Context: an optimization exercise on an open-source flow, tuned for a short achievable clock period and few clock cycles per item. The choices shown serve that exercise and are no tape-out recipe.
The RTL was checked by simulation tests, not by an equivalence proof against the original design.
No activity file was given, so power comes from the tool's default toggle rates.

==> config.mk <==
export PLATFORM = sky130hd
export DESIGN_NAME = cpu_top
export DESIGN_NICKNAME = cpu_top
export VERILOG_FILES = /design/flow/design.v
export SDC_FILE = /design/flow/constraint.sdc
export NUM_CORES = 4
export LEC_CHECK = 0
export CAP_MARGIN = 20
export CORE_MARGIN = 2
export CORE_UTILIZATION = 40
export GPL_TIMING_DRIVEN = 1
export SETUP_SLACK_MARGIN = 3.4
export SLEW_MARGIN = 20
==> constraint.sdc <==
create_clock -name core_clock -period 6.0 [get_ports {clk}]
set_input_delay 1.2000 -clock core_clock [delete_from_list [all_inputs] [get_ports {clk}]]
set_output_delay 1.2000 -clock core_clock [all_outputs]
set_load 0.01 [all_outputs]
==> design.v <==
`timescale 1ns/10ps
package isa_pkg;
    localparam int INSTR_W = 18;
    localparam int OPCODE_MSB = 17;
    localparam int OPCODE_LSB = 14;
    localparam int R1_LSB = 10;
    localparam int R2_LSB = 6;
    localparam int R3_LSB = 2;
    localparam int IMM_W = 6;          
    localparam int JUMP_TGT_LSB = 4;   
    typedef enum logic [OPCODE_MSB-OPCODE_LSB:0] {
        OP_ADD     = 4'b0000,
        OP_ADDI    = 4'b0001,
        OP_NOR     = 4'b0010,
        OP_CMP     = 4'b0011,
        OP_AND     = 4'b0100,
        OP_ANDI    = 4'b0101,
        OP_NAND    = 4'b0110,
        OP_ILLEGAL = 4'b0111,   
        OP_LD      = 4'b1000,
        OP_ST      = 4'b1001,
        OP_JE      = 4'b1010,   
        OP_JA      = 4'b1011,   
        OP_JB      = 4'b1100,   
        OP_JAE     = 4'b1101,   
        OP_JBE     = 4'b1110,   
        OP_JUMP    = 4'b1111    
    } opcode_e;
endpackage
`timescale 1ns/10ps
package core_pkg;
    localparam int WORD_W = 18;
    localparam int ADDR_W = 10;       
    localparam int REG_ADDR_W = 4;
    localparam int NUM_REGS = 16;
    typedef enum logic [3:0] {
        S_INIT   = 4'd0,
        S_FETCH  = 4'd1,
        S_DECODE = 4'd2,
        S_ALU    = 4'd3,
        S_CMP    = 4'd4,
        S_LD     = 4'd5,
        S_ST     = 4'd6,
        S_JUMP   = 4'd7,
        S_WRITE  = 4'd8
    } state_e;
    typedef enum logic [1:0] {
        ALU_ADD  = 2'b00,
        ALU_NOR  = 2'b01,
        ALU_AND  = 2'b10,
        ALU_NAND = 2'b11
    } alu_op_e;
endpackage
`timescale 1ns/10ps
module cpu_top (
    input  logic        clk,
    input  logic        reset,
    output logic [9:0]  instr_addr,
    input  logic [17:0] instr_data,
    output logic [9:0]  mem_addr,
    output logic [17:0] mem_wdata,
    output logic        mem_we,
    output logic        mem_re,
    input  logic [17:0] mem_rdata
);
    localparam int PD_LD   = 0;
    localparam int PD_ST   = 1;
    localparam int PD_CMP  = 2;
    localparam int PD_BR   = 3;    
    localparam int PD_JMP  = 4;    
    localparam int PD_WR   = 5;    
    localparam int PD_IMM  = 6;
    localparam int PD_ADD  = 7;    
    localparam int PD_NOR  = 8;
    localparam int PD_AND  = 9;    
    localparam int PD_NAND = 10;
    localparam int PD_CM   = 11;   
    localparam int PD_RX   = 15;   
    localparam int PD_RY   = 19;   
    localparam int PD_W    = 23;
    function automatic logic [PD_W-1:0] predecode(input logic [17:0] w);
        logic [PD_W-1:0] p;
        logic [3:0] op;
        logic       cmp, st;
        op = w[17:14];
        cmp = (op == 4'b0011);
        st  = (op == 4'b1001);
        p = '0;
        p[PD_LD]   = (op == 4'b1000);
        p[PD_ST]   = st;
        p[PD_CMP]  = cmp;
        p[PD_BR]   = op[3] && (op[3:1] != 3'b100);
        p[PD_JMP]  = (op == 4'b1111);
        p[PD_WR]   = (op == 4'b0000) || (op == 4'b0001) || (op == 4'b0010) ||
                     (op == 4'b0100) || (op == 4'b0101) || (op == 4'b0110) ||
                     (op == 4'b1000);
        p[PD_IMM]  = (op == 4'b0001) || (op == 4'b0101);
        p[PD_ADD]  = (op == 4'b0000) || (op == 4'b0001);
        p[PD_NOR]  = (op == 4'b0010);
        p[PD_AND]  = (op == 4'b0100) || (op == 4'b0101);
        p[PD_NAND] = (op == 4'b0110);
        case (op)
            4'b1010: p[PD_CM +: 4] = 4'b0100;   
            4'b1011: p[PD_CM +: 4] = 4'b0001;   
            4'b1100: p[PD_CM +: 4] = 4'b0010;   
            4'b1101: p[PD_CM +: 4] = 4'b0101;   
            4'b1110: p[PD_CM +: 4] = 4'b1110;   
            4'b1111: p[PD_CM +: 4] = 4'b1111;   
            default: p[PD_CM +: 4] = 4'b0000;
        endcase
        p[PD_RX +: 4] = (cmp || st) ? w[13:10] : w[9:6];
        p[PD_RY +: 4] = cmp ? w[9:6] : w[5:2];
        predecode = p;
    endfunction
    function automatic logic reads_x(input logic [17:0] w, input logic [3:0] r);
        logic [3:0] op;
        logic       m1, m2;
        op = w[17:14];
        m1 = (w[13:10] == r);
        m2 = (w[9:6] == r);
        reads_x = ((op == 4'b0011) || (op == 4'b1001)) ? m1 :
                  ((op[3] == 1'b0) && (op != 4'b0111)) ? m2 : 1'b0;
    endfunction
    function automatic logic reads_y(input logic [17:0] w, input logic [3:0] r);
        logic [3:0] op;
        logic       m2, m3;
        op = w[17:14];
        m2 = (w[9:6] == r);
        m3 = (w[5:2] == r);
        reads_y = (op == 4'b0011) ? m2 :
                  ((op[3] == 1'b0) && (op[0] == 1'b0)) ? m3 : 1'b0;
    endfunction
    function automatic logic [17:0] ks_add(input logic [17:0] a, input logic [17:0] b);
        logic [17:0] p, g, gg, pp, gn, pn;
        p = a ^ b;
        g = a & b;
        gg = g;
        pp = p;
        for (int l = 0; l < 5; l++) begin
            for (int i = 0; i < 18; i++) begin
                if (i >= (1 << l)) begin
                    gn[i] = gg[i] | (pp[i] & gg[i - (1 << l)]);
                    pn[i] = pp[i] & pp[i - (1 << l)];
                end else begin
                    gn[i] = gg[i];
                    pn[i] = pp[i];
                end
            end
            gg = gn;
            pp = pn;
        end
        ks_add = p ^ {gg[16:0], 1'b0};
    endfunction
    function automatic logic tree_lt(input logic [17:0] a, input logic [17:0] b);
        logic [17:0] lt, eq, ltn, eqn;
        lt = ~a & b;
        eq = ~(a ^ b);
        for (int l = 0; l < 5; l++) begin
            for (int i = 0; i < 18; i++) begin
                if (i >= (1 << l)) begin
                    ltn[i] = lt[i] | (eq[i] & lt[i - (1 << l)]);
                    eqn[i] = eq[i] & eq[i - (1 << l)];
                end else begin
                    ltn[i] = lt[i];
                    eqn[i] = eq[i];
                end
            end
            lt = ltn;
            eq = eqn;
        end
        tree_lt = lt[17];
    endfunction
    logic [PD_W-1:0] pd_in;
    assign pd_in = predecode(instr_data);
    logic [9:0]  fa_q;        
    logic [9:0]  pcI_q;       
    logic        vI_q;
    logic        selB_q;      
    logic        hit_q;       
    logic [9:0]  tgtH_q;      
    logic [9:0]  ia_nq;       
    logic [9:0]  redir_q;     
    logic [1:0]  bht [32];
    logic        btb_v [8];
    logic        btb_j [8];       
    logic [6:0]  btb_tag [8];     
    logic [9:0]  btb_tgt [8];
    logic [17:0] ir_q;
    logic [PD_W-1:0] pd_q;
    logic [9:0]  pcD_q;
    logic        vD_q;
    logic        predD_q;     
    logic        bpD_q;       
    logic [3:0]  mtD_q;       
    logic        sxl_q, sxw_q;
    logic        syl_q, syw_q, simm_q;
    logic        stall_q;     
    logic [15:0] ohx_q, ohy_q;
    logic        vE_q;
    logic [17:0] opX_q, opY_q;
    logic        e_add_q, e_nor_q, e_and_q, e_ld_q, e_st_q, e_cmp_q, e_wr_q;
    logic [3:0]  e_rd_q;
    logic        mis_q;       
    logic        e_br_q;      
    logic        e_jmp_q;     
    logic [3:0]  e_cm_q;      
    logic [9:0]  e_pc_q;
    logic [9:0]  e_tgt_q;
    logic        z_q, c_q;
    logic [17:0] res_q;
    logic        w_wr_q;
    logic [3:0]  w_rd_q;
    logic        mem_we_q, mem_re_q;
    logic [9:0]  mem_addr_q;
    logic [17:0] wd_nq;       
    logic [17:0] rf [16];
    assign instr_addr = ~ia_nq;
    logic [17:0] sum, lres, res;
    logic        eq, lt;
    assign sum  = ks_add(opX_q, opY_q);
    assign lres = e_ld_q  ? mem_rdata :
                  e_nor_q ? ~(opX_q | opY_q) :
                  e_and_q ? (opX_q & opY_q) : ~(opX_q & opY_q);
    assign res  = e_add_q ? sum : lres;
    assign eq   = ~|(opX_q ^ opY_q);
    assign lt   = tree_lt(opX_q, opY_q);
    logic z_n, c_n;
    assign z_n = (vE_q && e_cmp_q) ? eq : z_q;
    assign c_n = (vE_q && e_cmp_q) ? lt : c_q;
    logic bpbad;
    assign bpbad = vI_q && selB_q && !(pd_in[PD_BR] && instr_data[13:4] == fa_q);
    logic e_tk, e_cbr, e_tbr;
    assign e_tk  = e_cm_q[{z_q, c_q}];
    assign e_cbr = vE_q && e_br_q && !e_jmp_q;
    assign e_tbr = vE_q && e_br_q && e_tk;
    logic mis, dred, stall;
    assign mis   = mis_q;
    assign dred  = vD_q && predD_q && !bpD_q && !mis;
    assign stall = stall_q;
    logic taken_n;
    assign taken_n = pd_q[PD_CM + {z_n, c_n}];
    logic vE_n, vD_n;
    assign vE_n = vD_q && !mis && !stall;
    assign vD_n = stall ? vD_q : (vI_q && !mis && !dred && !bpbad);
    logic mis_f, mis_n;
    assign mis_f = (vE_q && e_cmp_q) ? (eq ? mtD_q[2] : (lt ? mtD_q[1] : mtD_q[0])) :
                                       mtD_q[{z_q, c_q}];
    assign mis_n = vE_n && mis_f;
    logic [PD_W-1:0] pd_n;
    logic [17:0]     ir_n;
    assign ir_n = stall ? ir_q : instr_data;
    assign pd_n = stall ? pd_q : pd_in;
    logic bht_pred;
    assign bht_pred = bht[pcI_q[4:0]][1];
    logic pred_in;
    assign pred_in = pd_in[PD_JMP] || (pd_in[PD_BR] && bht_pred);
    logic stall_n;
    assign stall_n = !stall && vD_n && vE_n &&
                     ((pd_in[PD_LD] && pd_q[PD_ST]) ||
                      (pd_q[PD_ADD] && (reads_x(instr_data, ir_q[13:10]) ||
                                        reads_y(instr_data, ir_q[13:10]))));
    logic dsel_n;
    assign dsel_n = !stall && vD_n && pred_in && !selB_q;
    logic [9:0] seqa;
    logic [2:0] bix;
    logic       hitL;
    assign seqa = fa_q + 10'd1;
    assign bix  = seqa[2:0];
    assign hitL = btb_v[bix] && btb_tag[bix] == seqa[9:3] &&
                  (btb_j[bix] || bht[seqa[4:0]][1]);
    logic [9:0] redir_n, fa_n;
    logic       useq_n;
    assign redir_n = predD_q ? pcD_q + 10'd1 : ir_q[13:4];
    always_comb begin
        if (mis)          fa_n = redir_q;
        else if (dsel_n)  fa_n = ir_n[13:4];
        else if (bpbad)   fa_n = pcI_q;
        else if (stall_n) fa_n = fa_q;
        else if (hit_q)   fa_n = tgtH_q;
        else              fa_n = seqa;
    end
    assign useq_n = !mis && !dsel_n && !bpbad && !stall_n && !hit_q;
    logic [17:0] opX_n, opY_n;
    always_comb begin
        opX_n = ({18{sxl_q}} & lres) | ({18{sxw_q}} & res_q);
        opY_n = ({18{syl_q}} & lres) | ({18{syw_q}} & res_q) |
                ({18{simm_q}} & {12'd0, ir_q[5:0]});
        for (int i = 0; i < 16; i++) begin
            opX_n = opX_n | ({18{ohx_q[i]}} & rf[i]);
            opY_n = opY_n | ({18{ohy_q[i]}} & rf[i]);
        end
    end
    logic e_wr_n;
    assign e_wr_n = vE_n && pd_q[PD_WR];
    logic fxe_n, fye_n, fxw_n, fyw_n;
    assign fxe_n = e_wr_n && reads_x(ir_n, ir_q[13:10]);
    assign fye_n = e_wr_n && reads_y(ir_n, ir_q[13:10]);
    assign fxw_n = e_wr_q && reads_x(ir_n, e_rd_q);
    assign fyw_n = e_wr_q && reads_y(ir_n, e_rd_q);
    always_ff @(posedge clk or posedge reset) begin
        if (reset) begin
            fa_q     <= '0;
            pcI_q    <= '0;
            vI_q     <= 1'b0;
            selB_q   <= 1'b0;
            hit_q    <= 1'b0;
            tgtH_q   <= '0;
            ia_nq    <= '1;
            redir_q  <= '0;
            ir_q     <= '0;
            pd_q     <= '0;
            pcD_q    <= '0;
            vD_q     <= 1'b0;
            predD_q  <= 1'b0;
            mtD_q    <= '0;
            bpD_q    <= 1'b0;
            sxl_q    <= 1'b0;
            sxw_q    <= 1'b0;
            stall_q  <= 1'b0;
            syl_q    <= 1'b0;
            syw_q    <= 1'b0;
            simm_q   <= 1'b0;
            ohx_q    <= '0;
            ohy_q    <= '0;
            vE_q     <= 1'b0;
            opX_q    <= '0;
            opY_q    <= '0;
            e_add_q  <= 1'b0;
            e_nor_q  <= 1'b0;
            e_and_q  <= 1'b0;
            e_ld_q   <= 1'b0;
            e_st_q   <= 1'b0;
            e_cmp_q  <= 1'b0;
            e_wr_q   <= 1'b0;
            e_rd_q   <= '0;
            mis_q    <= 1'b0;
            e_br_q   <= 1'b0;
            e_jmp_q  <= 1'b0;
            e_cm_q   <= '0;
            e_pc_q   <= '0;
            e_tgt_q  <= '0;
            z_q      <= 1'b0;
            c_q      <= 1'b0;
            res_q    <= '0;
            w_wr_q   <= 1'b0;
            w_rd_q   <= '0;
            mem_we_q <= 1'b0;
            mem_re_q <= 1'b0;
            mem_addr_q <= '0;
            wd_nq      <= '1;
        end else begin
            fa_q   <= fa_n;
            pcI_q  <= fa_q;
            ia_nq  <= ~fa_n;
            vI_q   <= stall ? vI_q : (!mis && !bpbad);
            selB_q <= !mis && !dsel_n && !bpbad && !stall_n && hit_q;
            hit_q  <= useq_n && hitL;
            tgtH_q <= btb_tgt[bix];
            redir_q <= redir_n;
            if (!stall) begin
                ir_q    <= instr_data;
                pd_q    <= pd_in;
                pcD_q   <= pcI_q;
                predD_q <= pred_in || selB_q;
                bpD_q   <= selB_q;
                mtD_q   <= {4{pd_in[PD_BR]}} & (pd_in[PD_CM +: 4] ^ {4{pred_in || selB_q}});
            end
            vD_q  <= vD_n;
            sxl_q  <= fxe_n;
            sxw_q  <= fxw_n && !fxe_n;
            syl_q  <= fye_n;
            syw_q  <= fyw_n && !fye_n;
            stall_q <= stall_n;
            simm_q <= pd_n[PD_IMM];
            for (int i = 0; i < 16; i++) begin
                ohx_q[i] <= (pd_n[PD_RX +: 4] == 4'(i)) && !fxe_n && !fxw_n;
                ohy_q[i] <= (pd_n[PD_RY +: 4] == 4'(i)) && !fye_n && !fyw_n && !pd_n[PD_IMM];
            end
            vE_q    <= vE_n;
            opX_q   <= opX_n;
            opY_q   <= opY_n;
            e_add_q <= pd_q[PD_ADD];
            e_nor_q <= pd_q[PD_NOR];
            e_and_q <= pd_q[PD_AND];
            e_ld_q  <= pd_q[PD_LD];
            e_st_q  <= pd_q[PD_ST];
            e_cmp_q <= pd_q[PD_CMP];
            e_wr_q  <= e_wr_n;
            e_rd_q  <= ir_q[13:10];
            mis_q   <= mis_n;
            e_br_q  <= pd_q[PD_BR];
            e_jmp_q <= pd_q[PD_JMP];
            e_cm_q  <= pd_q[PD_CM +: 4];
            e_pc_q  <= pcD_q;
            e_tgt_q <= ir_q[13:4];
            z_q     <= z_n;
            c_q     <= c_n;
            res_q  <= res;
            w_wr_q <= e_wr_q;
            w_rd_q <= e_rd_q;
            mem_we_q   <= vE_n && pd_q[PD_ST];
            mem_re_q   <= vD_n && pd_n[PD_LD] && !mis_n && !stall_n;
            mem_addr_q <= ((vE_n && pd_q[PD_ST]) || stall) ? ir_q[9:0] : instr_data[9:0];
            wd_nq      <= ~opX_n;
        end
    end
    always_ff @(posedge clk or posedge reset) begin
        if (reset) begin
            for (int i = 0; i < 32; i++) bht[i] <= 2'b10;
        end else begin
            for (int i = 0; i < 32; i++) begin
                if (e_cbr && e_pc_q[4:0] == 5'(i)) begin
                    if (e_tk) bht[i] <= {bht[i][1] | bht[i][0], bht[i][1] | ~bht[i][0]};
                    else        bht[i] <= {bht[i][1] & bht[i][0], bht[i][1] & ~bht[i][0]};
                end
            end
        end
    end
    always_ff @(posedge clk or posedge reset) begin
        if (reset) begin
            for (int i = 0; i < 8; i++) begin
                btb_v[i]   <= 1'b0;
                btb_j[i]   <= 1'b0;
                btb_tag[i] <= '0;
                btb_tgt[i] <= '0;
            end
        end else begin
            for (int i = 0; i < 8; i++) begin
                if (e_pc_q[2:0] == 3'(i)) begin
                    if (e_tbr) begin
                        btb_v[i]   <= 1'b1;
                        btb_j[i]   <= e_jmp_q;
                        btb_tag[i] <= e_pc_q[9:3];
                        btb_tgt[i] <= e_tgt_q;
                    end
                end
                if (bpbad && !(e_tbr && e_pc_q[2:0] == 3'(i)) && pcI_q[2:0] == 3'(i)) begin
                    btb_v[i] <= 1'b0;
                end
            end
        end
    end
    always_ff @(posedge clk or posedge reset) begin
        if (reset) begin
            for (int i = 0; i < 16; i++) rf[i] <= '0;
        end else if (w_wr_q) begin
            rf[w_rd_q] <= res_q;
        end
    end
    assign mem_we    = mem_we_q;
    assign mem_re    = mem_re_q;
    assign mem_addr  = mem_addr_q;
    assign mem_wdata = ~wd_nq;
endmodule
==> run.sh <==
#!/bin/bash
# synth_recipe.tcl (not shown) runs the flow's synth.tcl, then flattens the netlist and writes it again
# the make line also repeats each setting of config.mk as NAME=value (left out here)
make -C /OpenROAD-flow-scripts/flow DESIGN_CONFIG=/design/flow/config.mk WORK_HOME=/design/flow/orfs CLKGATE_MAP_FILE= SYNTH_SCRIPT=/design/flow/synth_recipe.tcl finish
==> results of run 1 <==
==> state kept, by name, indices dropped and copies added, names as in the netlist, 16 cells and up <==
| name | count |
|---|---|
| btb_tag | 56 |
| ohx_q | 16 |
| opY_q | 18 |
| ohy_q | 16 |
| pd_q | 22 |
| ir_q | 18 |
| rf | 288 |
| bht | 64 |
| opX_q | 18 |
| res_q | 18 |
| wd_nq | 18 |
| btb_tgt | 80 |
==> cell type report <==
| cell class | count | area (µm²) | share of cell area |
|---|---|---|---|
| sequential | 776 | 19500 | 0.434 |
| multi-input combinational | 2253 | 18300 | 0.406 |
| clock buffer | 125 | 2560 | 0.0569 |
| timing repair buffer | 213 | 2060 | 0.0457 |
| tap | 1265 | 1580 | 0.0352 |
| inverter | 128 | 497 | 0.0110 |
| clock inverter | 36 | 495 | 0.0110 |
| antenna | 1 | 2.50 | 0.0000556 |
==> cell families after synthesis <==
kind of cell | count (synthesis) | share of synthesized area
AO/OA/AOI/OAI | 781 | 0.149
XOR/XNOR | 102 | 0.0250
AND/OR/NAND/NOR | 738 | 0.0928
flip-flops | 776 | 0.508
multiplexers | 568 | 0.166
buffers and inverters | 366 | 0.0394
adder cells (fa/ha/maj) | 61 | 0.0201
==> through the flow <==
step	power [µW]	setup slack, ps	instances	util	cell area (µm²)
floorplan	13500	-5800	3392	-	38500
global placement	15800	1680	4565	0.427	40600
detailed placement	15900	1660	4565	0.427	40600
CTS	22000	3160	4754	0.465	44100
global route	24000	3240	4796	0.474	45000
finish	22900	3260	4797	0.474	45000
==> how the worst max path moves through the flow <==
stage	from	endpoint	slack, ps	cells after the start
CTS	fa_q[1]	hit_q	3160	10
detailed placement	instr_data[17]	fa_q[4]	1660	8
global placement	instr_data[17]	fa_q[4]	1680	8
global route	fa_q[1]	hit_q	3240	10
floorplan	reset	bht[0][0]	-5800	1
finish	fa_q[0]	hit_q	3260	10
==> report_power, final <==
group / leakage [µW] / switching [µW] / internal, µW
Clock: 0.00149 / 2310 / 3340
Sequential: 0.00956 / 2060 / 7230
Combinational: 0.00840 / 4230 / 3730
==> cells in the mapped netlist, types with 15 or more instances <==
library cell,instances,area [µm²]
a211o_1,16,140
a21oi_1,118,591
a221oi_1,69,604
a222oi_1,42,420
a22o_1,47,412
a22oi_1,186,1400
a31oi_1,15,93.8
and2_1,20,125
and3_1,33,206
and4_1,16,140
buf_1,26,97.6
buf_2,40,200
clkbuf_1,159,597
dfrtp_1,716,17900
dfstp_2,60,1580
ha_1,60,751
inv_1,128,480
mux2_2,496,5590
mux2i_1,64,641
nand2_1,271,1020
nand3_1,68,340
nand4_1,30,188
nor2_1,171,642
nor3_1,24,120
o211ai_1,16,120
o21ai_0,112,561
o221a_2,15,169
xnor2_1,39,342
xor2_1,59,517
==> what timing repair did <==
| action | 4_1_cts | 5_1_grt |
|---|---|---|
| cloned | 3 | 7 |
| endpoints found under the setup margin | 286 | 88 |
| pin swaps | 8 | 28 |
| hold buffers | 0 | 0 |
| buffers inserted | 25 | 35 |
| resized for setup | 257 | 135 |
==> per-layer routing <==
metal | share of wire | up-vias | GRT usage
li1 | - | 12600 | -
met1 | 0.42 | 15100 | 0.372
met2 | 0.43 | 1736 | 0.377
met3 | 0.11 | 346 | 0.0659
met4 | 0.039 | 4 | 0.0959
met5 | 0.0010 | - | 0.00919
==> worst register-to-register path, delay by kind of cell (launching register included) <==
family / cells / cell delay [ps]
AO/OA/AOI/OAI: 3 / 870
AND/OR/NAND/NOR: 3 / 530
flip-flops: 1 / 470
buffers and inverters: 2 / 390
adder cells (fa/ha/maj): 1 / 200
multiplexers: 1 / 200
==> metrics.md, run 1 <==
| Metric | Value |
|---|---|
| TNS Setup | 0 ps |
| #FFs+latches synth | 776 |
| Final Max Tran Viols | 0 |
| Rows | 113 |
| Clock Skews | 57.1 ps |
| DR WL/cell | 27.4 µm |
| Final setup fails | 0 |
| Buffers on Ports | 77 |
| Detail Placement HPWL | 77500 µm |
| Post-Syn Area | 38400 µm² |
| IO Pins | 78 |
| Die Height | 314 µm |
| Warning count from the yosys run | 7 |
| Largest net degree at the start of global routing | 112 |
| Clk sink count | 776 |
| Post-synthesis async set-or-reset flop share | 1.00 |
| Grt ovf | 0 |
| Clock Path Buffers | 3 |
| CTS clk-pin slew, worst paths | 60 ps |
| R2R Setup Slk | 3260 ps |
| CP max stage delay | 470 ps |
| Yosys cell types | 100 |
| Initial antenna violation count | 7 |
| Area growth, synth to finish | 17.3% |
| Avg Cell Area, Syn | 11.3 µm² |
| Syn nets | 3491 |
| Max Freq | 0.365 GHz |
| Post-route minimum period | 2740 ps |
| Status | timing/DRC/antenna clean |
| Pwr dens | 509 nW/µm² |
| WHS Path Cells | 0 |
| Most common cell after layout, fill and taps aside | dfrtp_1 |
| Final #Nets | 3559 |
| CTS tree | done |
| Clock Latency Late Sink | 690 ps |
| H-tree depth | 3 |
| Post-synth EDFFs | 0 |
| Bufs and invs on worst path | 2 |
| Hold WC Path Type | reg2reg |
| Startpoint Class | flip-flop |
| Max VDD drop | 0.000320 V |
| Worst EP required | 6590 ps |
| Vias per inst | 6.20 |
| Max-slew headroom | 0.249 |
| Hold_ws | 377 ps |
| Fill cell count | 8655 |
| Drt first pass iters | 9 |
| R2R cell count | 10 |
| TritonCTS Buffers | 88 |
| Mapped Cells | 3392 |
| Crit share post-route | 0.457 |
| Post-route ant nets | 0 |
| First-pass GRT wire length | 192000 µm |
| R2r endpoint | hit_q |
| Most common flop cell mapped by yosys | dfrtp_1 |
| Hold endpoint | e_cm_q[0] |
| DR vias | 29700 |
| Die ar. | 98400 µm² |
| Leakage | 0.0195 µW |
| Hold path startpoint | pd_q[11] |
| CP max FO | 42 |
| Share of post-route cells with drive strength above 1 | 0.308 |
| RSZ-0062 raised after global routing | true |
| Hold Vio Cnt, Final | 0 |
| CTS Root Cell | clkbuf_16 |
| Critical path type | reg2reg |
| Initial Util | 0.404 |
| Cell chain of the critical path | buf_6, ha_2, buf_8, a222oi_1, mux2i_2, nor2_2, nor2_1, a221oi_1, o2111ai_1, nor4_2 |
| Worst path slowest cell | dfrtp_2 |
| Core ar. | 95000 µm² |
| Worst-Margin Slew | 1120 ps |
| Max-cap violation count | 0 |
| Worst r2r src | fa_q[0] |
| Total track usage | 0.260 |
| Most frequent cells in the layout | 702 x dfrtp_1, 492 x mux2_2, 269 x nand2_1 |
| Arr. time, crit path | 3330 ps |
| Critical path's top delay family | compound AO/OA/AOI/OAI gates |
| Worst setup EP type | flip-flop |
| Register area share after synthesis | 0.508 |
| Detailed Route Iter0 Violations | 4125 |
| Die Wd | 314 µm |
| Routability-driven placement congestion ratio | 0.870 |
| Vias in the first global route | 28700 |
| DR DRC count | 0 |
| Routed WL | 131000 µm |
Testbench counts, summed over its fixed seeds: cycles 95,621, instrs 84,944.
==> run 2, diff against run 1 <==
--- a/design.v
+++ b/design.v
@@ -176,6 +176,7 @@
     logic [9:0]  pcI_q;       
     logic        vI_q;
     logic        selB_q;      
+    logic        bhtp_q;      
     logic        hit_q;       
     logic [9:0]  tgtH_q;      
     logic [9:0]  ia_nq;       
@@ -251,7 +252,7 @@
     assign ir_n = stall ? ir_q : instr_data;
     assign pd_n = stall ? pd_q : pd_in;
     logic bht_pred;
-    assign bht_pred = bht[pcI_q[4:0]][1];
+    assign bht_pred = bhtp_q;
     logic pred_in;
     assign pred_in = pd_in[PD_JMP] || (pd_in[PD_BR] && bht_pred);
     logic stall_n;
@@ -303,6 +304,7 @@
             pcI_q    <= '0;
             vI_q     <= 1'b0;
             selB_q   <= 1'b0;
+            bhtp_q   <= 1'b0;
             hit_q    <= 1'b0;
             tgtH_q   <= '0;
             ia_nq    <= '1;
@@ -351,6 +353,7 @@
         end else begin
             fa_q   <= fa_n;
             pcI_q  <= fa_q;
+            bhtp_q <= bht[fa_q[4:0]][1];
             ia_nq  <= ~fa_n;
             vI_q   <= stall ? vI_q : (!mis && !bpbad);
             selB_q <= !mis && !dsel_n && !bpbad && !stall_n && hit_q;
==> run 2 against run 1 <==
Net effect:
- first-iteration DRC count is 1.9% lower
- worst setup slack got worse by 170 ps
- largest power group unchanged
- largest cell class unchanged
- critical path type is now in2reg
- core utilization decreased by 0.14 points
- clock power down 4.1%
- synthesized cell count grew 0.74%
- non-clock buffer count rose by 13
- wire length shrank 2.5%
- still clean on timing, DRC and antenna
- fmax fell by 5.7%
==> metrics.md, run 2 <==
| Metric | Value |
|---|---|
| DR vias | 29400 |
| Initial antenna violation count | 2 |
| Hold WC Path Type | reg2reg |
| Crit path capture | fa_q[5] |
| Hold Vio Cnt, Final | 0 |
| Drt first pass iters | 10 |
| Largest cells by area after synthesis | dfrtp_1 47%, mux2_2 15%, dfstp_2 4.1%, a22oi_1 4.0%, nand2_1 3.3% |
| Clock Path Buffers | 3 |
| Cell chain of the critical path | buf_2, xor2_2, nor4_4, a32o_2, o31ai_4, nor3_4, buf_12, mux2_4, mux2_4, a221o_1 |
| Vias per inst | 6.10 |
| Max-cap violation count | 0 |
| Fin cells | 4828 |
| Status | timing/DRC/antenna clean |
| #FFs+latches synth | 777 |
| Buffers on Ports | 77 |
| DR WL/cell | 26.5 µm |
| Most common cell after layout, fill and taps aside | dfrtp_1 |
| Final Max Tran Viols | 0 |
| CP max FO | 6 |
| Warning count from the yosys run | 7 |
| TritonCTS Buffers | 85 |
| Most common flop cell mapped by yosys | dfrtp_1 |
| Final Total Pwr | 22200 µW |
| N_diodes | 0 |
| R2r endpoint | fa_q[5] |
| CTS tree | done |
| Rows | 113 |
| Cells after DPL | 4610 |
| Post-synth EDFFs | 0 |
| TNS Setup | 0 ps |
| Share of the synthesized area in the top cell type | 0.471 |
| Area growth, synth to finish | 17.5% |
| Critical path type | in2reg |
| Clock Skews | 32.3 ps |
| Detail Placement HPWL | 76500 µm |
| IO Pins | 78 |
| Hold_ws | 375 ps |
| Yosys cell types | 80 |
| Post-route minimum period | 2910 ps |
| Arr. time, crit path | 3450 ps |
| Largest registers | rf: 288 flops, btb_tgt: 80 flops, bht: 64 flops |
| Max-slew headroom | 0.221 |
| DR DRC count | 0 |
| Final setup fails | 0 |
| Post-route ant nets | 0 |
| Largest net degree at the start of global routing | 154 |
| R2R cell count | 9 |
| Worst-Margin Slew | 1170 ps |
| Share of post-route cells with drive strength above 1 | 0.307 |
| Max reg flops | 288 |
| H-tree depth | 3 |
| Vias in the first global route | 28700 |
| Worst path slowest cell | nor4_4 |
| Reg with most FFs | rf |
| Detailed Route Iter0 Violations | 4045 |
| Post-Syn Area | 38100 µm² |
| Worst EP required | 6540 ps |
| Critical path's most frequent cell | mux2_4 |
| Grt ovf | 0 |
| Crit share post-route | 0.485 |
| Leakage | 0.0194 µW |
| Critical Path Source | instr_data[10] |
| Die Height | 313 µm |
| Die ar. | 97700 µm² |
| Clk sink count | 777 |
| CP max stage delay | 310 ps |
| Max VDD drop | 0.000481 V |
| Post-synthesis async set-or-reset flop share | 1.00 |
| Max Freq | 0.344 GHz |
| Mapped Cells | 3417 |
| Initial Util | 0.402 |
| Cell accounting for the most synthesized area | dfrtp_1 |
| Core ar. | 94700 µm² |
| Pwr dens | 496 nW/µm² |
| Most frequent cells in the layout | 706 x dfrtp_1, 500 x mux2_2, 328 x nand2_1 |
| Total track usage | 0.258 |
| Die Wd | 313 µm |
| Top post-synthesis cells by count | 717 x dfrtp_1, 508 x mux2_2, 339 x nand2_1 |
| Routability-driven placement congestion ratio | 0.888 |
| Worst setup EP type | flip-flop |
| Clock Latency Late Sink | 680 ps |
| CTS clk-pin slew, worst paths | 60 ps |
| Register area share after synthesis | 0.512 |
| Startpoint Class | input port |
| First-pass GRT wire length | 190000 µm |
| Worst r2r src | ir_q[10] |
| RSZ-0062 raised after global routing | true |
| Avg Cell Area, Syn | 11.1 µm² |
| CTS Root Cell | clkbuf_16 |
| Most common cell in the netlist | dfrtp_1 |
| Syn nets | 3519 |
| R2R Setup Slk | 3110 ps |
| Final #Nets | 3598 |
| Routed WL | 128000 µm |
run 2: cell count changes after synthesis, sizes merged, moves of 8 or more:
cell / previous run / this run
mux2: 502 / 512
mux2i: 64 / 52
buf: 79 / 51
a21oi: 121 / 129
nand2: 280 / 339
clkbuf: 159 / 182
nand3: 68 / 77
a221oi: 70 / 79
a21o: 13 / 3
a22oi: 188 / 204
run 2: worst min path at each step:
stage / from / endpoint / depth (start not counted)
2_1_floorplan: pd_q[2] / e_cmp_q / 0
3_3_place_gp: pd_q[13] / e_cm_q[2] / 0
3_5_place_dp: pd_q[13] / e_cm_q[2] / 0
4_1_cts: e_wr_q / w_wr_q / 0
5_1_grt: pd_q[13] / e_cm_q[2] / 0
6_report: e_wr_q / w_wr_q / 0
run 2: final cells by class:
type,instances,area (µm²)
clock buffers,128,2560
multi-input cells,2281,18100
fillers,8703,50000
flip-flops and latches,777,19500
repair buffers,226,2140
clock inverters,26,327
well taps,1265,1580
inverters,125,473
run 2: metal layers:
layer | track usage | vias up | wire length (µm)
met4 | 0.0904 | 2 | 4740
met3 | 0.0760 | 320 | 14000
li1 | - | 12600 | -
met2 | 0.379 | 1683 | 55400
met1 | 0.361 | 14800 | 53900
met5 | 0.00677 | - | 95
run 2: critical path, delay by kind of cell:
kind / cells / cell delay (ps)
multiplexers: 2 / 570
AO/OA/AOI/OAI: 3 / 640
AND/OR/NAND/NOR: 2 / 550
buffers and inverters: 2 / 290
XOR/XNOR: 1 / 190
run 2: power by group:
group | internal (µW) | switching, µW
Sequential | 7200 | 1960
Combinational | 3470 | 4150
Clock | 3200 | 2220
Total | 13900 | 8330
run 2: cell families (layout without fill, tap and decap cells):
family                     after synthesis  in the layout  synth area share
and+or+nand+nor                        793            793            0.0964
DFF                                    777            777             0.512
AOI/OAI and AO/OA                      759            759             0.144
muxes                                  565            565             0.166
buffers and inverters                  359            505            0.0371
xor gates and xnor gates               100            100            0.0230
adders and majority gates               64             64            0.0212
run 2: timing repair:
item	4_1_cts	5_1_grt
setup buffers	41	20
cloned	1	2
resized for setup	338	78
pin swaps	42	31
setup endpoints to repair	279	178
hold buffers	0	0
run 2: per-stage QoR:
stage | utilization | setup WS, ps | cell area, µm²
floorplan | - | -5810 | 38400
global placement | 0.428 | 1170 | 40600
detailed placement | 0.428 | 1150 | 40600
CTS | 0.467 | 3140 | 44200
global route | 0.472 | 3050 | 44800
finish | 0.472 | 3090 | 44800
Testbench counts of run 2, summed over its fixed seeds: cycles 95,621, instrs 84,944.
==> run 3, diff against run 2 <==
--- a/design.v
+++ b/design.v
@@ -172,14 +172,14 @@
     endfunction
     logic [PD_W-1:0] pd_in;
     assign pd_in = predecode(instr_data);
-    logic [9:0]  fa_q;        
+    logic [9:0]  ia_q;        
+    logic [9:0]  seqa_q;      
     logic [9:0]  pcI_q;       
     logic        vI_q;
     logic        selB_q;      
     logic        bhtp_q;      
     logic        hit_q;       
     logic [9:0]  tgtH_q;      
-    logic [9:0]  ia_nq;       
     logic [9:0]  redir_q;     
     logic [1:0]  bht [32];
     logic        btb_v [8];
@@ -192,6 +192,7 @@
     logic        vD_q;
     logic        predD_q;     
     logic        bpD_q;       
+    logic        bpbD_q;      
     logic [3:0]  mtD_q;       
     logic        sxl_q, sxw_q;
     logic        syl_q, syw_q, simm_q;
@@ -213,9 +214,9 @@
     logic [3:0]  w_rd_q;
     logic        mem_we_q, mem_re_q;
     logic [9:0]  mem_addr_q;
-    logic [17:0] wd_nq;       
+    logic [17:0] wd_q;        
     logic [17:0] rf [16];
-    assign instr_addr = ~ia_nq;
+    assign instr_addr = ia_q;
     logic [17:0] sum, lres, res;
     logic        eq, lt;
     assign sum  = ks_add(opX_q, opY_q);
@@ -229,20 +230,21 @@
     assign z_n = (vE_q && e_cmp_q) ? eq : z_q;
     assign c_n = (vE_q && e_cmp_q) ? lt : c_q;
     logic bpbad;
-    assign bpbad = vI_q && selB_q && !(pd_in[PD_BR] && instr_data[13:4] == fa_q);
+    assign bpbad = vI_q && selB_q && !(pd_in[PD_BR] && instr_data[13:4] == ia_q);
     logic e_tk, e_cbr, e_tbr;
     assign e_tk  = e_cm_q[{z_q, c_q}];
     assign e_cbr = vE_q && e_br_q && !e_jmp_q;
     assign e_tbr = vE_q && e_br_q && e_tk;
-    logic mis, dred, stall;
+    logic mis, dred, stall, dbad;
     assign mis   = mis_q;
     assign dred  = vD_q && predD_q && !bpD_q && !mis;
+    assign dbad  = vD_q && bpbD_q && !mis;
     assign stall = stall_q;
     logic taken_n;
     assign taken_n = pd_q[PD_CM + {z_n, c_n}];
     logic vE_n, vD_n;
-    assign vE_n = vD_q && !mis && !stall;
-    assign vD_n = stall ? vD_q : (vI_q && !mis && !dred && !bpbad);
+    assign vE_n = vD_q && !mis && !stall && !dbad;
+    assign vD_n = stall ? vD_q : (vI_q && !mis && !dred && !dbad);
     logic mis_f, mis_n;
     assign mis_f = (vE_q && e_cmp_q) ? (eq ? mtD_q[2] : (lt ? mtD_q[1] : mtD_q[0])) :
                                        mtD_q[{z_q, c_q}];
@@ -256,31 +258,30 @@
     logic pred_in;
     assign pred_in = pd_in[PD_JMP] || (pd_in[PD_BR] && bht_pred);
     logic stall_n;
-    assign stall_n = !stall && vD_n && vE_n &&
+    assign stall_n = !stall && !bpbad && vD_n && vE_n &&
                      ((pd_in[PD_LD] && pd_q[PD_ST]) ||
                       (pd_q[PD_ADD] && (reads_x(instr_data, ir_q[13:10]) ||
                                         reads_y(instr_data, ir_q[13:10]))));
     logic dsel_n;
     assign dsel_n = !stall && vD_n && pred_in && !selB_q;
-    logic [9:0] seqa;
     logic [2:0] bix;
     logic       hitL;
-    assign seqa = fa_q + 10'd1;
-    assign bix  = seqa[2:0];
-    assign hitL = btb_v[bix] && btb_tag[bix] == seqa[9:3] &&
-                  (btb_j[bix] || bht[seqa[4:0]][1]);
-    logic [9:0] redir_n, fa_n;
+    assign bix  = seqa_q[2:0];
+    assign hitL = btb_v[bix] && btb_tag[bix] == seqa_q[9:3] &&
+                  (btb_j[bix] || bht[seqa_q[4:0]][1]);
+    logic [9:0] redir_n, fa_b, fa_n;
     logic       useq_n;
     assign redir_n = predD_q ? pcD_q + 10'd1 : ir_q[13:4];
     always_comb begin
-        if (mis)          fa_n = redir_q;
-        else if (dsel_n)  fa_n = ir_n[13:4];
-        else if (bpbad)   fa_n = pcI_q;
-        else if (stall_n) fa_n = fa_q;
-        else if (hit_q)   fa_n = tgtH_q;
-        else              fa_n = seqa;
+        if (mis)          fa_b = redir_q;
+        else if (dbad)    fa_b = pcD_q;
+        else if (hit_q)   fa_b = tgtH_q;
+        else              fa_b = seqa_q;
+        if (dsel_n)       fa_n = ir_n[13:4];
+        else if (stall_n) fa_n = ia_q;
+        else              fa_n = fa_b;
     end
-    assign useq_n = !mis && !dsel_n && !bpbad && !stall_n && !hit_q;
+    assign useq_n = !mis && !dbad && !dsel_n && !stall_n && !hit_q;
     logic [17:0] opX_n, opY_n;
     always_comb begin
         opX_n = ({18{sxl_q}} & lres) | ({18{sxw_q}} & res_q);
@@ -300,14 +301,14 @@
     assign fyw_n = e_wr_q && reads_y(ir_n, e_rd_q);
     always_ff @(posedge clk or posedge reset) begin
         if (reset) begin
-            fa_q     <= '0;
+            ia_q     <= '0;
+            seqa_q   <= 10'd1;
             pcI_q    <= '0;
             vI_q     <= 1'b0;
             selB_q   <= 1'b0;
             bhtp_q   <= 1'b0;
             hit_q    <= 1'b0;
             tgtH_q   <= '0;
-            ia_nq    <= '1;
             redir_q  <= '0;
             ir_q     <= '0;
             pd_q     <= '0;
@@ -316,6 +317,7 @@
             predD_q  <= 1'b0;
             mtD_q    <= '0;
             bpD_q    <= 1'b0;
+            bpbD_q   <= 1'b0;
             sxl_q    <= 1'b0;
             sxw_q    <= 1'b0;
             stall_q  <= 1'b0;
@@ -349,14 +351,14 @@
             mem_we_q <= 1'b0;
             mem_re_q <= 1'b0;
             mem_addr_q <= '0;
-            wd_nq      <= '1;
+            wd_q       <= '0;
         end else begin
-            fa_q   <= fa_n;
-            pcI_q  <= fa_q;
-            bhtp_q <= bht[fa_q[4:0]][1];
-            ia_nq  <= ~fa_n;
-            vI_q   <= stall ? vI_q : (!mis && !bpbad);
-            selB_q <= !mis && !dsel_n && !bpbad && !stall_n && hit_q;
+            ia_q   <= fa_n;
+            seqa_q <= fa_n + 10'd1;
+            pcI_q  <= ia_q;
+            bhtp_q <= bht[ia_q[4:0]][1];
+            vI_q   <= stall ? vI_q : (!mis && !dbad);
+            selB_q <= !mis && !dbad && !dsel_n && !stall_n && hit_q;
             hit_q  <= useq_n && hitL;
             tgtH_q <= btb_tgt[bix];
             redir_q <= redir_n;
@@ -366,6 +368,7 @@
                 pcD_q   <= pcI_q;
                 predD_q <= pred_in || selB_q;
                 bpD_q   <= selB_q;
+                bpbD_q  <= bpbad;
                 mtD_q   <= {4{pd_in[PD_BR]}} & (pd_in[PD_CM +: 4] ^ {4{pred_in || selB_q}});
             end
             vD_q  <= vD_n;
@@ -402,9 +405,9 @@
             w_wr_q <= e_wr_q;
             w_rd_q <= e_rd_q;
             mem_we_q   <= vE_n && pd_q[PD_ST];
-            mem_re_q   <= vD_n && pd_n[PD_LD] && !mis_n && !stall_n;
+            mem_re_q   <= vD_n && pd_n[PD_LD] && !mis_n && !stall_n && !(bpbad && !stall);
             mem_addr_q <= ((vE_n && pd_q[PD_ST]) || stall) ? ir_q[9:0] : instr_data[9:0];
-            wd_nq      <= ~opX_n;
+            if (pd_q[PD_ST]) wd_q <= opX_n;
         end
     end
     always_ff @(posedge clk or posedge reset) begin
@@ -437,7 +440,7 @@
                         btb_tgt[i] <= e_tgt_q;
                     end
                 end
-                if (bpbad && !(e_tbr && e_pc_q[2:0] == 3'(i)) && pcI_q[2:0] == 3'(i)) begin
+                if (dbad && !(e_tbr && e_pc_q[2:0] == 3'(i)) && pcD_q[2:0] == 3'(i)) begin
                     btb_v[i] <= 1'b0;
                 end
             end
@@ -453,5 +456,5 @@
     assign mem_we    = mem_we_q;
     assign mem_re    = mem_re_q;
     assign mem_addr  = mem_addr_q;
-    assign mem_wdata = ~wd_nq;
+    assign mem_wdata = wd_q;
 endmodule
==> run 3 against run 2 <==
Net effect:
- clock skew down 2.7 ps
- register-to-register slack worse by 60 ps
- via count down 1.6%
- worst setup slack worse by 140 ps
- combinational power down 2%
- wire length up 1.5%
- global-route usage up 0.50 points
- design area up 0.91%
- die area down 1.0%
- critical path depth up 1
- still clean on timing, DRC and antenna
- sequential share of layout area down 0.40 points
==> metrics.md, run 3 <==
| Metric | Value |
|---|---|
| Status | timing/DRC/antenna clean |
| Fin area | 45200 µm² |
| R2R Setup Slk | 3050 ps |
| Rows | 112 |
| TNS Setup | 0 ps |
| Clock Latency Late Sink | 670 ps |
| Detailed Route Iter0 Violations | 3467 |
| Setup WS post-layout | 2950 ps |
| Leakage | 0.0194 µW |
| Arr. time, crit path | 3640 ps |
| Startpoint Class | input port |
| Warning count from the yosys run | 7 |
| CTS clk-pin slew, worst paths | 60 ps |
| Detail Placement HPWL | 76600 µm |
| DR vias | 29000 |
| Hold_buf cts | 0 |
| Worst EP required | 6590 ps |
| Clk sink count | 778 |
| Worst path slowest cell | nor4bb_4 |
| Max reg flops | 288 |
| RSZ-0062 raised after global routing | true |
| Total track usage | 0.263 |
| Top post-synthesis cells by count | 745 x dfrtp_1, 497 x mux2_2, 271 x nor2_1 |
| Largest net degree at the start of global routing | 102 |
| Critical path type | in2reg |
| Routed WL | 130000 µm |
| Worst setup EP type | flip-flop |
| Post-Syn Area | 37700 µm² |
| Most common cell in the netlist | dfrtp_1 |
| Reg with most FFs | rf |
| Final Max Tran Viols | 0 |
| Mapped Cells | 3315 |
| Max Freq | 0.328 GHz |
| Final #Nets | 3554 |
| Routability-driven placement congestion ratio | 0.944 |
| Post-synthesis async set-or-reset flop share | 1.00 |
| Most common flop cell mapped by yosys | dfrtp_1 |
| Hold_ws | 360 ps |
| Crit share post-route | 0.508 |
| Avg Cell Area, Syn | 11.4 µm² |
| Critical path's most frequent cell | xor2_1 |
| Vias per inst | 6.06 |
| Post-route minimum period | 3050 ps |
| Worst-Margin Slew | 1170 ps |
| Share of the synthesized area in the top cell type | 0.495 |
| CP max stage delay | 390 ps |
| Pre-CTS setup slack | 1570 ps |
| Hold endpoint | e_and_q |
| Max-cap violation count | 0 |
| Worst r2r src | ia_q[4] |
| Final setup fails | 0 |
| Vias in the first global route | 28600 |
| TritonCTS Buffers | 85 |
| Max VDD drop | 0.000305 V |
| Initial antenna violation count | 7 |
| Die ar. | 96700 µm² |
| Bufs and invs on worst path | 2 |
| Buffers on Ports | 77 |
| Clock Path Buffers | 3 |
| Share of post-route cells with drive strength above 1 | 0.317 |
| Cell accounting for the most synthesized area | dfrtp_1 |
| Area growth, synth to finish | 19.8% |
| Cell chain of the critical path | buf_12, xor2_1, nor4_1, nand4_1, buf_4, o21ai_1, a21oi_1, o31a_1, a21oi_2, nor4bb_4, xor2_1 |
| Placed Area | 40200 µm² |
| Largest cells by area after synthesis | dfrtp_1 49%, mux2_2 15%, a22oi_1 3.7%, nor2_1 2.7%, dfstp_2 2.3% |
| Syn nets | 3415 |
| Initial Util | 0.404 |
| Largest registers | rf: 288 flops, btb_tgt: 80 flops, bht: 64 flops |
| Register area share after synthesis | 0.518 |
| Yosys cell types | 79 |
| Post-route ant nets | 0 |
| Most common cell after layout, fill and taps aside | dfrtp_1 |
| R2R cell count | 11 |
| Hold Vio Cnt, Final | 0 |
| Most frequent cells in the layout | 728 x dfrtp_1, 497 x mux2_2, 244 x nor2_1 |
| DR DRC count | 0 |
| Post-synth EDFFs | 0 |
| Hold path startpoint | pd_q[9] |
| Max-slew headroom | 0.221 |
| CP max FO | 4 |
| R2r endpoint | seqa_q[7] |
| DR WL/cell | 27.2 µm |
| Core ar. | 93300 µm² |
| Hold WC Path Type | reg2reg |
| Clock Skews | 29.7 ps |
| Util after Layout | 0.484 |
| CTS Root Cell | clkbuf_16 |
| Die Wd | 311 µm |
| #FFs+latches synth | 778 |
| Pwr dens | 492 nW/µm² |
| Grt ovf | 0 |
| CTS tree | done |
| Critical path's top delay family | compound AO/OA/AOI/OAI gates |
| IO Pins | 78 |
| Drt first pass iters | 8 |
| Die Height | 311 µm |
| First-pass GRT wire length | 191000 µm |
| H-tree depth | 3 |
| WHS Path Cells | 0 |
## run 3: cell types whose count changed after synthesis, sizes merged, moves of 19 or more
cell	delta
mux2i	+24
nor2	+95
nand2	-139
dfrtp	+28
a221oi	-19
dfstp	-27
inv	-36
and3	-25
## run 3: cells by family after synthesis
family | after synthesis | share of synthesized area
AO/OA/AOI/OAI | 747 | 0.142
adder cells (fa/ha/maj) | 62 | 0.0208
AND/OR/NAND/NOR | 730 | 0.0895
multiplexers | 583 | 0.175
buffers and inverters | 316 | 0.0328
flip-flops | 778 | 0.518
XOR/XNOR | 99 | 0.0230
## run 3: what timing repair did
item                       in CTS  in global routing
resized for setup             302                 76
hold endpoints to repair        0                  0
pin swaps                      63                 40
cloned                          3                  3
setup endpoints to repair     265                147
setup buffers                  69                 40
## run 3: stage by stage
| stage | power [µW] | cells |
|---|---|---|
| 2_1_floorplan | 13000 | 3315 |
| 3_3_place_gp | 15200 | 4505 |
| 3_5_place_dp | 15300 | 4505 |
| 4_1_cts | 21700 | 4736 |
| 5_1_grt | 23300 | 4780 |
| 6_report | 22200 | 4783 |
## run 3: power breakdown
part | leakage [µW] | total, µW | internal (µW) | switching, µW
Combinational | 0.00828 | 7440 | 3570 | 3870
Clock | 0.00150 | 5700 | 3420 | 2280
Sequential | 0.00964 | 9070 | 7200 | 1870
## run 3: area by class of cell
class	instances	area, µm²
Inverter	91	353
Tap cell	1254	1570
Timing Repair Buffer	276	2700
Clock inverter	32	492
Fill cell	8377	48200
Timing Repair inverter	1	5.00
Sequential cell	778	19500
Antenna cell	3	7.51
Multi-Input combinational cell	2221	17900
Clock buffer	127	2570
## run 3: how the worst max path moves through the flow
stage | startpoint | endpoint | slack [ps] | depth (start not counted)
floorplan | reset | bht[0][0] | -5850 | 1
global placement | instr_data[16] | seqa_q[7] | 1590 | 10
detailed placement | instr_data[16] | seqa_q[7] | 1570 | 10
CTS | instr_data[6] | seqa_q[7] | 3070 | 11
global route | instr_data[16] | seqa_q[7] | 2860 | 11
finish | instr_data[6] | seqa_q[7] | 2950 | 11
## run 3: metal layers
layer,vias to the layer above,global-route usage,routed length (µm)
met5,-,0.00148,32
met4,4,0.107,5660
met3,330,0.0647,12500
met2,1546,0.403,58700
met1,14600,0.356,53300
li1,12500,-,-
Testbench counts of run 3, summed over its fixed seeds: cycles 95,621, instrs 84,944.
==> run 4, diff against run 3 <==
--- a/config.mk
+++ b/config.mk
@@ -7,7 +7,7 @@
 export LEC_CHECK = 0
 export CAP_MARGIN = 20
 export CORE_MARGIN = 2
-export CORE_UTILIZATION = 40
+export CORE_UTILIZATION = 55
 export GPL_TIMING_DRIVEN = 1
 export SETUP_SLACK_MARGIN = 3.4
 export SLEW_MARGIN = 20
==> run 4 against run 3 <==
Net effect:
- via count increased by 0.52%
- first-iteration DRC count increased by 4.9%
- clock power decreased by 3.5%
- sequential power increased by 2%
- largest cell class unchanged
- core utilization increased by 17 points
- sequential share of layout area increased by 1.1 points
- global-route usage increased by 11 points
==> metrics.md, run 4 <==
| Metric | Value |
|---|---|
| Initial Util | 0.558 |
| Cell accounting for the most synthesized area | dfrtp_1 |
| Worst-Margin Slew | 1130 ps |
| Max Freq | 0.338 GHz |
| Hold path startpoint | pd_q[3] |
| Worst EP required | 6500 ps |
| Syn nets | 3415 |
| R2R Setup Slk | 3160 ps |
| Register area share after synthesis | 0.518 |
| Hold WC Path Type | reg2reg |
| RSZ-0062 raised after global routing | true |
| Pwr dens | 499 nW/µm² |
| TritonCTS Buffers | 84 |
| Post-synthesis async set-or-reset flop share | 1.00 |
| Detailed Route Iter0 Violations | 3636 |
| Status | timing/DRC/antenna clean |
| WHS Path Cells | 0 |
| Detail Placement HPWL | 80200 µm |
| Final Total Pwr | 22000 µW |
| Worst r2r src | predD_q |
| Arr. time, crit path | 3460 ps |
| IO Pins | 78 |
| Reg with most FFs | rf |
| Top post-synthesis cells by count | 745 x dfrtp_1, 497 x mux2_2, 271 x nor2_1 |
| #FFs+latches synth | 778 |
| Max-cap violation count | 0 |
| Vias per inst | 6.71 |
| Most common cell after layout, fill and taps aside | dfrtp_1 |
| Hold endpoint | e_br_q |
| Rows | 95 |
| Largest registers | rf: 288 flops, btb_tgt: 80 flops, bht: 64 flops |
| Grt ovf | 0 |
| Most common cell in the netlist | dfrtp_1 |
| Die Height | 266 µm |
| Register area | 19500 µm² |
| Worst path slowest cell | or4_4 |
| Multi-input gate area | 18000 µm² |
| Avg Cell Area, Syn | 11.4 µm² |
| Worst setup EP type | flip-flop |
| Leakage | 0.0191 µW |
| Total track usage | 0.369 |
| Routed WL | 131000 µm |
| Die Wd | 266 µm |
| H-tree depth | 3 |
| N_diodes | 0 |
| Share of post-route cells with drive strength above 1 | 0.306 |
| First-pass GRT wire length | 193000 µm |
| Most common flop cell mapped by yosys | dfrtp_1 |
| Final setup fails | 0 |
| Clock Skews | 22.9 ps |
| DR DRC count | 0 |
| Critical path type | in2reg |
| Hold Vio Cnt, Final | 0 |
| Placed Area | 39600 µm² |
| CTS Root Cell | clkbuf_16 |
| Clock Latency Late Sink | 630 ps |
| Post-route ant nets | 0 |
| DR vias | 29100 |
| R2R cell count | 11 |
| Largest net degree at the start of global routing | 155 |
| Max reg flops | 288 |
| CTS tree | done |
| Core ar. | 67500 µm² |
| Fin area | 44000 µm² |
| Yosys cell types | 79 |
| Drt first pass iters | 10 |
| CP max stage delay | 540 ps |
| TNS Setup | 0 ps |
| Clk sink count | 778 |
| Die ar. | 70600 µm² |
| Final #Nets | 3501 |
| Pre-CTS setup slack | 1370 ps |
| Routability-driven placement congestion ratio | 0.923 |
| Crit share post-route | 0.493 |
| Largest cells by area after synthesis | dfrtp_1 49%, mux2_2 15%, a22oi_1 3.7%, nor2_1 2.7%, dfstp_2 2.3% |
| Buffers on Ports | 77 |
| Area growth, synth to finish | 16.8% |
| Max-slew headroom | 0.246 |
| DR WL/cell | 30.1 µm |
| Startpoint Class | input port |
| Share of the synthesized area in the top cell type | 0.495 |
| Initial antenna violation count | 1 |
| Clock Path Buffers | 3 |
| Warning count from the yosys run | 7 |
| Final Max Tran Viols | 0 |
| Hold_buf cts | 0 |
| Max VDD drop | 0.000610 V |
| Fill cell count | 5249 |
| Cell chain of the critical path | dlygate4sd2_1, xnor2_1, nand3_1, o22a_4, and3_4, or4_4, o221a_4, nand4_1, buf_6, nor4b_4, xor2_1 |
| Mapped Cells | 3315 |
| CP max FO | 4 |
| Vias in the first global route | 29600 |
| Post-synth EDFFs | 0 |
| Post-Syn Area | 37700 µm² |
| Setup WS post-layout | 3040 ps |
| R2r endpoint | seqa_q[9] |
| Most frequent cells in the layout | 727 x dfrtp_1, 497 x mux2_2, 247 x nor2_1 |
| Post-route minimum period | 2960 ps |
| CTS clk-pin slew, worst paths | 60 ps |
==> run 4: report_power, final <==
group / switching (µW) / internal, µW
registers: 2030 / 7210
clock network: 2170 / 3330
logic: 3900 / 3350
total: 8100 / 13900
==> run 4: logic make-up after synthesis <==
group,share of synthesized area
and+or+nand+nor,0.0895
AOI/OAI and AO/OA,0.142
buffers and inverters,0.0328
DFF,0.518
muxes,0.175
xor gates and xnor gates,0.0230
adders and majority gates,0.0208
==> run 4: worst max path at each step <==
stage	start	endpoint	slack, ps	depth (start not counted)
floorplan	reset	bht[0][0]	-5850	1
global placement	instr_data[15]	seqa_q[9]	1460	11
detailed placement	instr_data[15]	seqa_q[9]	1370	11
CTS	instr_data[2]	seqa_q[9]	3110	11
global route	instr_data[2]	seqa_q[9]	2990	12
finish	instr_data[3]	seqa_q[9]	3040	11
==> run 4: area by class of cell <==
cell class | instances | share of cell area
inverters | 91 | 0.00827
multi-input cells | 2221 | 0.409
clock inverters | 31 | 0.0101
well taps | 873 | 0.0248
flip-flops and latches | 778 | 0.444
clock buffers | 118 | 0.0559
repair buffers | 225 | 0.0477
==> run 4: critical path, delay by kind of cell <==
kind,cells,cell delay [ps]
buffers and inverters,2,490
AO/OA/AOI/OAI,2,430
AND/OR/NAND/NOR,5,1030
XOR/XNOR,2,300
==> run 4: repair_timing <==
item / in CTS / in global routing
gates cloned: 1 / 1
buffers inserted: 49 / 23
pin swaps: 43 / 38
gates resized for setup: 279 / 87
setup endpoints to repair: 287 / 79
==> run 4: routing by layer <==
metal,vias up,global-route usage,share of wire
met1,14800,0.450,0.37
met3,469,0.0828,0.084
met4,0,0.228,0.073
li1,12300,-,-
met2,1577,0.598,0.47
met5,-,0,0
==> run 4: metrics by stage <==
step                 util  std cells  hold WS (ps)
finish              0.652       4337           375
detailed placement  0.587       4114           362
CTS                 0.644       4313           378
global placement    0.587       4114           359
global route        0.652       4337           393
floorplan               -       3315           349
==> run 5, diff against run 4 <==
--- a/design.v
+++ b/design.v
@@ -186,6 +186,10 @@
     logic        btb_j [8];       
     logic [6:0]  btb_tag [8];     
     logic [9:0]  btb_tgt [8];
+    logic        lp_conf [8];
+    logic [2:0]  lp_trip [8];
+    logic [2:0]  lp_cnt [8];
+    logic [7:0]  lp_exit;         
     logic [17:0] ir_q;
     logic [PD_W-1:0] pd_q;
     logic [9:0]  pcD_q;
@@ -205,6 +209,7 @@
     logic        mis_q;       
     logic        e_br_q;      
     logic        e_jmp_q;     
+    logic        e_back_q;    
     logic [3:0]  e_cm_q;      
     logic [9:0]  e_pc_q;
     logic [9:0]  e_tgt_q;
@@ -268,8 +273,15 @@
     logic       hitL;
     assign bix  = seqa_q[2:0];
     assign hitL = btb_v[bix] && btb_tag[bix] == seqa_q[9:3] &&
-                  (btb_j[bix] || bht[seqa_q[4:0]][1]);
-    logic [9:0] redir_n, fa_b, fa_n;
+                  (btb_j[bix] || (lp_conf[bix] ? !lp_exit[bix] : bht[seqa_q[4:0]][1]));
+    always_comb begin
+        for (int i = 0; i < 8; i++) lp_exit[i] = lp_conf[i] && (lp_cnt[i] == lp_trip[i]);
+    end
+    logic [2:0] fix;
+    logic       lpk;
+    assign fix = ia_q[2:0];
+    assign lpk = btb_v[fix] && btb_tag[fix] == ia_q[9:3] && lp_conf[fix];
+    logic [9:0] redir_n, fa_b, fa_n, sq_b, sq_n;
     logic       useq_n;
     assign redir_n = predD_q ? pcD_q + 10'd1 : ir_q[13:4];
     always_comb begin
@@ -277,9 +289,13 @@
         else if (dbad)    fa_b = pcD_q;
         else if (hit_q)   fa_b = tgtH_q;
         else              fa_b = seqa_q;
-        if (dsel_n)       fa_n = ir_n[13:4];
+        sq_b = fa_b + 10'd1;
+        if (dsel_n)       fa_n = instr_data[13:4];
         else if (stall_n) fa_n = ia_q;
         else              fa_n = fa_b;
+        if (dsel_n)       sq_n = instr_data[13:4] + 10'd1;
+        else if (stall_n) sq_n = seqa_q;
+        else              sq_n = sq_b;
     end
     assign useq_n = !mis && !dbad && !dsel_n && !stall_n && !hit_q;
     logic [17:0] opX_n, opY_n;
@@ -339,6 +355,7 @@
             e_rd_q   <= '0;
             mis_q    <= 1'b0;
             e_br_q   <= 1'b0;
+            e_back_q <= 1'b0;
             e_jmp_q  <= 1'b0;
             e_cm_q   <= '0;
             e_pc_q   <= '0;
@@ -354,9 +371,9 @@
             wd_q       <= '0;
         end else begin
             ia_q   <= fa_n;
-            seqa_q <= fa_n + 10'd1;
+            seqa_q <= sq_n;
             pcI_q  <= ia_q;
-            bhtp_q <= bht[ia_q[4:0]][1];
+            bhtp_q <= lpk ? !lp_exit[fix] : bht[ia_q[4:0]][1];
             vI_q   <= stall ? vI_q : (!mis && !dbad);
             selB_q <= !mis && !dbad && !dsel_n && !stall_n && hit_q;
             hit_q  <= useq_n && hitL;
@@ -395,6 +412,7 @@
             e_rd_q  <= ir_q[13:10];
             mis_q   <= mis_n;
             e_br_q  <= pd_q[PD_BR];
+            e_back_q <= ir_q[13:4] <= pcD_q;
             e_jmp_q <= pd_q[PD_JMP];
             e_cm_q  <= pd_q[PD_CM +: 4];
             e_pc_q  <= pcD_q;
@@ -429,6 +447,9 @@
                 btb_j[i]   <= 1'b0;
                 btb_tag[i] <= '0;
                 btb_tgt[i] <= '0;
+                lp_conf[i] <= 1'b0;
+                lp_trip[i] <= '0;
+                lp_cnt[i]  <= '0;
             end
         end else begin
             for (int i = 0; i < 8; i++) begin
@@ -439,6 +460,22 @@
                         btb_tag[i] <= e_pc_q[9:3];
                         btb_tgt[i] <= e_tgt_q;
                     end
+                    if (btb_v[i] && btb_tag[i] == e_pc_q[9:3]) begin
+                        if (e_cbr && e_back_q) begin
+                            if (e_tk) begin
+                                if (lp_cnt[i] == 3'd7) lp_conf[i] <= 1'b0;
+                                else lp_cnt[i] <= lp_cnt[i] + 3'd1;
+                            end else begin
+                                lp_trip[i] <= lp_cnt[i];
+                                lp_cnt[i]  <= '0;
+                                lp_conf[i] <= (lp_cnt[i] != 3'd7);
+                            end
+                        end
+                    end else if (e_tbr) begin
+                        lp_conf[i] <= 1'b0;
+                        lp_trip[i] <= '0;
+                        lp_cnt[i]  <= 3'd1;
+                    end
                 end
                 if (dbad && !(e_tbr && e_pc_q[2:0] == 3'(i)) && pcD_q[2:0] == 3'(i)) begin
                     btb_v[i] <= 1'b0;
==> run 5 against run 4 <==
Net effect:
- via count grew 15%
- die area increased by 13%
- area after synthesis is 13% higher
- sequential share of layout area fell by 1.7 points
- core utilization is 0.64 points lower
- synthesized cell count increased by 15%
- cell count rose by 15%
- fmax rose by 11%
- sequential cell count is 57 higher
- global-route usage grew 0.80 points
- hold slack better by 6.5 ps
- count of clock-buffer cells in the layout rose by 15
- highest routed layer unchanged
==> metrics.md, run 5 <==
| Metric | Value |
|---|---|
| Status | timing/DRC/antenna clean |
| DR WL/cell | 29.8 µm |
| Area growth, synth to finish | 15.8% |
| Mux cell area share after synthesis | 0.177 |
| Post-synthesis async set-or-reset flop share | 1.00 |
| Multi-input gate area | 21000 µm² |
| Initial antenna violation count | 4 |
| Vias in the first global route | 34200 |
| Syn nets | 3930 |
| Sequential power share | 0.402 |
| TritonCTS Buffers | 91 |
| Share of the synthesized area in the top cell type | 0.472 |
| R2R cell count | 12 |
| DR vias | 33600 |
| Critical path type | reg2reg |
| Largest net degree at the start of global routing | 149 |
| Most frequent cells in the layout | 774 x dfrtp_1, 522 x mux2_2, 231 x nor2_1 |
| Die Wd | 282 µm |
| TNS Setup | 0 ps |
| Max VDD drop | 0.000280 V |
| CTS tree | done |
| Largest family of logic cells by synthesized area | multiplexers |
| H-tree depth | 3 |
| Max-cap violation count | 0 |
| Clock Path Buffers | 3 |
| Rows | 101 |
| Final Max Tran Viols | 0 |
| Max reg flops | 288 |
| Initial Util | 0.558 |
| Core ar. | 76200 µm² |
| Routed WL | 149000 µm |
| Post-synth EDFFs | 0 |
| Max-slew headroom | 0.244 |
| Final #Nets | 4006 |
| Most common cell in the netlist | dfrtp_1 |
| Crit share post-route | 0.445 |
| Fill cell count | 5902 |
| Post-route minimum period | 2670 ps |
| Leakage | 0.0213 µW |
| Worst setup EP type | flip-flop |
| Switch share | 0.381 |
| Hold_ws | 381 ps |
| Grt ovf | 0 |
| DR DRC count | 0 |
| Fin area | 49200 µm² |
| Post-route ant nets | 0 |
| Worst-Margin Slew | 1130 ps |
| RSZ-0062 raised after global routing | true |
| Mapped Cells | 3804 |
| Yosys cell types | 77 |
| Register area share after synthesis | 0.493 |
| CTS clk-pin slew, worst paths | 60 ps |
| WHS Path Cells | 0 |
| CTS Root Cell | clkbuf_16 |
| Routability-driven placement congestion ratio | 0.944 |
| Pwr dens | 498 nW/µm² |
| Total track usage | 0.377 |
| Combinational cell fraction of total power | 0.356 |
| First-pass GRT wire length | 221000 µm |
| CP max FO | 3 |
| Placed Area | 44400 µm² |
| Share of post-route cells with drive strength above 1 | 0.284 |
| Clk sink count | 835 |
| Vias per inst | 6.73 |
| #FFs+latches synth | 835 |
| Arr. time, crit path | 3200 ps |
| Detail Placement HPWL | 91900 µm |
| Most common cell after layout, fill and taps aside | dfrtp_1 |
| Simple-gate share of the synthesized area | 0.0884 |
| Hold WC Path Type | reg2reg |
| Cell accounting for the most synthesized area | dfrtp_1 |
| Largest registers | rf: 288 flops, btb_tgt: 80 flops, bht: 64 flops |
| Buffers on Ports | 77 |
| R2R Setup Slk | 3330 ps |
| Max Freq | 0.375 GHz |
| Final setup fails | 0 |
| Die Height | 282 µm |
| Avg Cell Area, Syn | 11.2 µm² |
| Area share of fa/ha/maj cells after synthesis | 0.0261 |
| Most common flop cell mapped by yosys | dfrtp_1 |
| Clock Skews | 22.7 ps |
| Clock power frac | 0.242 |
| Compound-Gate Fraction of Synth Area | 0.145 |
| Largest cells by area after synthesis | dfrtp_1 47%, mux2_2 14%, a22oi_1 3.4%, xnor2_1 2.7%, ha_1 2.6% |
| Post-synthesis xor/xnor area fraction | 0.0377 |
| Register area | 21000 µm² |
| IO Pins | 78 |
| Clock Latency Late Sink | 660 ps |
| Startpoint Class | flip-flop |
| Die ar. | 79500 µm² |
| Detailed Route Iter0 Violations | 3657 |
| Int Power | 15200 µW |
| Post-Syn Area | 42500 µm² |
| Drt first pass iters | 6 |
| Warning count from the yosys run | 10 |
| Worst EP required | 6530 ps |
| Net Sw Power | 9340 µW |
| Reg with most FFs | rf |
| Hold_buf cts | 0 |
| Top post-synthesis cells by count | 802 x dfrtp_1, 530 x mux2_2, 260 x nor2_1 |
| Hold Vio Cnt, Final | 0 |
## run 5: cell count changes after synthesis, sizes merged, moves of 26 or more
cell	before	now
xnor2	45	131
nand2	200	234
a22o	49	94
a21oi	123	190
ha	61	87
dfrtp	745	802
mux2	497	530
buf	42	80
## run 5: cells by family after synthesis
group | count (synthesis)
AND/OR/NAND/NOR | 812
multiplexers | 649
AO/OA/AOI/OAI | 877
XOR/XNOR | 183
buffers and inverters | 360
flip-flops | 835
adder cells (fa/ha/maj) | 88
## run 5: power by group through the flow
| stage | logic, µW | clock network (µW) | registers, µW |
|---|---|---|---|
| finish | 8720 | 5940 | 9860 |
| detailed placement | 7310 | 0 | 9940 |
| CTS | 8250 | 6010 | 9790 |
| global route | 9260 | 6260 | 10100 |
| floorplan | 5470 | 0 | 8830 |
| global placement | 7150 | 0 | 9840 |
## run 5: worst max-delay path: stages, from the launching register on
cell,delay [ps]
dfrtp_2,440
ha_4,180
inv_2,50
fa_2,190
nand2b_4,140
a21oi_4,70
nor2_4,150
a21oi_4,80
o31ai_4,220
a21oi_2,120
o211a_1,270
or3_4,340
a31o_4,300
## run 5: worst paths after layout
path | startpoint | end
max reg2reg | opY_q[0] | res_q[16]
min reg2reg | pd_q[12] | e_cm_q[1]
min | pd_q[12] | e_cm_q[1]
max in group asynchronous | reset | ia_q[4]
min in group asynchronous | reset | rf[6][17]
max | opY_q[0] | res_q[16]
## run 5: metal layers
layer	global-route usage	part of all wire	wire, µm	vias to the layer above
met3	0.0834	0.082	12100	584
li1	-	-	-	14100
met1	0.464	0.38	56100	17000
met4	0.259	0.083	12300	0
met2	0.594	0.46	68000	1819
met5	0	0	0	-
## run 5: per-stage QoR
step           instances  total power (µW)  utilization  worst slack, ps
2_1_floorplan       3804             14300            -            -6640
3_3_place_gp        4728             17000        0.583             1610
3_5_place_dp        4728             17300        0.583             1580
4_1_cts             4959             24100        0.639             3320
5_1_grt             4984             25600        0.646             3280
6_report            4991             24500        0.646             3330
## run 5: final cells by class
type	instances	share of cell area
clock inverters	33	0.00979
repair buffers	241	0.0478
diodes	8	0.000407
flip-flops and latches	835	0.426
well taps	1030	0.0262
clock buffers	133	0.0542
inverters	102	0.00808
multi-input cells	2609	0.427
## run 5: what timing repair did
action	CTS	global route
endpoints found under the setup margin	224	127
pin swaps	28	38
gates cloned	4	1
setup buffers	61	22
resized for setup	245	102
Testbench counts of run 5, summed over its fixed seeds: cycles 93,623, instrs 84,944.
